From an optimization exercise on the open Yosys and OpenROAD flow, aimed at small area; shortcuts taken in it are not production practice.
The RTL was checked by simulation tests, not by an equivalence proof against the original design.
Power and IR drop assume default switching activity.

==> flow/design.v (excerpt) <==
module data_mem_sweep #(
  parameter int DW    = 8,
  parameter int AW    = 8,
  parameter int DEPTH = 1 << AW,
  parameter int CW    = 16
) (
  input  logic          Clk,
  input  logic          Reset,
  input  logic          WriteEn,
  input  logic          ClearReq,
  input  logic [AW-1:0] DataAddress,
  input  logic [DW-1:0] DataIn,
  output logic [DW-1:0] DataOut,
  output logic          Busy,
  output logic          WrErr,
  output logic [CW-1:0] WrCount
);
  logic [7:0] ptr;
  logic wr_ok;
  assign wr_ok = !Busy && WriteEn && !ClearReq;
  logic arr_we;
  assign arr_we = !Reset && (Busy || wr_ok);
  logic [7:0] a;
  assign a = Busy ? ptr : DataAddress;
  logic [DW-1:0] dcol;
  assign dcol = (!Reset && wr_ok) ? DataIn : '0;
  logic [15:0] rhi, rlo, rlo_we;
  always_comb begin
    for (int i = 0; i < 16; i++) begin
      rhi[i]    = (a[7:4] == 4'(i));
      rlo[i]    = (a[3:0] == 4'(i));
      rlo_we[i] = rlo[i] && arr_we;
    end
  end
  logic [255:0]      sel;
  logic [DW*256-1:0] rd_q;
  for (genvar w = 0; w < 256; w++) begin : g_word
    logic hold;
    assign sel[w] = rhi[w/16] && rlo[w%16];
    assign hold   = !(rhi[w/16] && rlo_we[w%16]);
    data_mem_sweep_word #(.DW(DW)) u_word (
      .Clk(Clk), .sel(sel[w]), .hold(hold), .d(dcol), .q(rd_q[DW*w +: DW])
    );
  end
  logic [DW-1:0] grp [21];
  logic [DW-1:0] tail_n;
  for (genvar g = 0; g < 21; g++) begin : g_rd
    data_mem_sweep_rd12 #(.DW(DW)) u_rd (
      .q(rd_q[DW*12*g +: DW*12]), .sel(sel[12*g +: 12]), .y(grp[g])
    );
  end
  data_mem_sweep_rd3 #(.DW(DW)) u_rd_tail (
    .q(rd_q[DW*252 +: DW*3]), .sel(sel[252 +: 3]), .y_n(tail_n)
  );
  always_comb begin
    DataOut = ~tail_n | (rd_q[DW*255 +: DW] & {DW{sel[255]}});
    for (int g = 0; g < 21; g++) DataOut = DataOut | grp[g];
    DataOut = DataOut & {DW{!Busy}};
  end
  always_ff @(posedge Clk) begin
    if (Reset) begin
      ptr     <= '0;
      Busy    <= 1'b1;
      WrErr   <= 1'b0;
      WrCount <= '0;
    end else begin
      WrErr <= WriteEn && !wr_ok;
      if (Busy) begin
        ptr <= ptr + 8'd1;
        if (ptr == 8'hFF) Busy <= 1'b0;
      end else if (ClearReq) begin
        Busy <= 1'b1;
      end
  ...
Size: about 2100 flip-flops, roughly 46 I/O pins.
Settings: LEC_CHECK=0, CAP_MARGIN=10, CELL_PAD_IN_SITES_DETAIL_PLACEMENT=1, CELL_PAD_IN_SITES_GLOBAL_PLACEMENT=1, CORE_MARGIN=2, CORE_UTILIZATION=45, PLACE_DENSITY=0.8, SLEW_MARGIN=10, SYNTH_HIERARCHICAL=1; clock period 10.0 ns.
standard.sh (not shown) runs the stock make flow with config.mk's settings and CLKGATE_MAP_FILE= SYNTH_SCRIPT=/design/flow/synth_recipe.tcl, a recipe that flattens the netlist after the stock synthesis.
==> flow/flow/run.sh <==
#!/bin/bash
set -euo pipefail
export BUFFER_PORTS_ARGS="-buffer_cell sky130_fd_sc_hd__buf_1"
export CTS_ARGS="-sink_clustering_enable -repair_clock_nets -sink_clustering_size 16 -sink_clustering_max_diameter 80 -buf_list sky130_fd_sc_hd__clkbuf_8 -dont_use_dummy_load"
bash standard.sh finish > flow_make.log 2>&1
The first run finished clean.
Then changed:
==> flow/run.sh (new file) <==
#!/bin/bash
# synth_recipe.tcl (not shown) runs the flow's synth.tcl, then flattens the netlist and writes it again
# the make line also repeats each setting of config.mk as NAME=value (left out here)
make -C /OpenROAD-flow-scripts/flow DESIGN_CONFIG=/design/flow/config.mk WORK_HOME=/design/flow/orfs CLKGATE_MAP_FILE= SYNTH_SCRIPT=/design/flow/synth_recipe.tcl finish
Settings changed: CAP_MARGIN 10 to 20, CTS_BUF_LIST set to sky130_fd_sc_hd__clkbuf_8, CTS_CLUSTER_DIAMETER set to 80, CTS_CLUSTER_SIZE set to 16, PLACE_DENSITY 0.8 to unset, SLEW_MARGIN 10 to 20.
removed: flow/flow/run.sh
removed: flow/standard.sh
This time the run ran to the end with violations: setup timing.
Routed wire length went up by 6.8%.
Cell count is higher by 1.6%.
Synthesized area does not change.
Hold slack improves by 6.4 ps.
Sequential power stays flat.
Sequential share of layout area fell by 1.0 points.
Worst setup slack degrades by 730 ps.
Final area rises by 2.0%.
Combinational power climbs by about 8%.
Critical path depth increases by 5.
Then changed:
==> flow/flow/run.sh (new file) <==
#!/bin/bash
set -euo pipefail
export BUFFER_PORTS_ARGS="-buffer_cell sky130_fd_sc_hd__buf_1"
export CTS_ARGS="-sink_clustering_enable -repair_clock_nets -sink_clustering_size 16 -sink_clustering_max_diameter 80 -buf_list sky130_fd_sc_hd__clkbuf_8 -dont_use_dummy_load"
bash standard.sh finish > flow_make.log 2>&1
==> flow/standard.sh (new file) <==
#!/bin/bash
# synth_recipe.tcl (not shown) runs the flow's synth.tcl, then flattens the netlist and writes it again
# the make line also repeats each setting of config.mk as NAME=value (left out here)
make -C /OpenROAD-flow-scripts/flow DESIGN_CONFIG=/design/flow/config.mk WORK_HOME=/design/flow/orfs CLKGATE_MAP_FILE= SYNTH_SCRIPT=/design/flow/synth_recipe.tcl "${@:-finish}"
removed: flow/run.sh
The changed run completed without violations. Global-route usage decreases by 0.28 points. Routed wire length goes down by 0.89%. Maximum frequency grows by 10%. Area after synthesis stays the same. Power fell by 1.4%.
Then changed:
==> flow/run.sh (new file) <==
#!/bin/bash
# synth_recipe.tcl (not shown) runs the flow's synth.tcl, then flattens the netlist and writes it again
# the make line also repeats each setting of config.mk as NAME=value (left out here)
make -C /OpenROAD-flow-scripts/flow DESIGN_CONFIG=/design/flow/config.mk WORK_HOME=/design/flow/orfs CLKGATE_MAP_FILE= SYNTH_SCRIPT=/design/flow/synth_recipe.tcl finish
Settings changed: CELL_PAD_IN_SITES_DETAIL_PLACEMENT 1 to unset, CELL_PAD_IN_SITES_GLOBAL_PLACEMENT 1 to unset, CORE_UTILIZATION 45 to 58.
removed: flow/flow/run.sh
removed: flow/standard.sh
=> The changed run completed and failed the layout checks on setup timing. Utilization went up by 13 points. Power is about the same. Synthesized cell count is unchanged. Design area went down slightly. Sequential power stays flat. Die area went down by about a fifth. Non-clock buffer count went down by 27. Worst hold slack hardly moves. First-iteration DRC count went up by a quarter to a third. Critical path depth stays the same. Worst setup slack gets worse by 1100 ps.

==> what the ideal ports hide <==
Ports are ideal in the flow. The routed layouts listed here were re-timed in OpenROAD.
Step 1 assumes that a clkbuf_16 drives the clock port and a buf_2 every other input.
Step 2 times the ports against the registers' clock, not the clock port: input delays grow and output delays shrink by t, the midpoint of the rising clock arrivals with the driver on.
Slacks: ideal / step 1 / step 2; pairs: ideal / step 1.
| run | t (ns) | slack for setup (ns) | latest minus earliest clock arrival (ns) | pins driven straight from the clock port |
|---|---|---|---|---|
| the first run | 0.978 | 0.690 / 0.665 / 0.665 | 0.132 / 0.133 | 1 |
| the second run | 1.038 | -0.042 / -0.067 / -0.067 | 0.039 / 0.040 | 1 |
| the third run | 1.038 | 0.879 / 0.853 / 0.853 | 0.055 / 0.055 | 1 |
| the fourth run | 0.988 | -0.172 / -0.200 / -0.200 | 0.034 / 0.033 | 1 |
The setup slack of the fourth run, which loses most, moves by -0.028 ns with the drivers and by -0.028 ns with both steps.
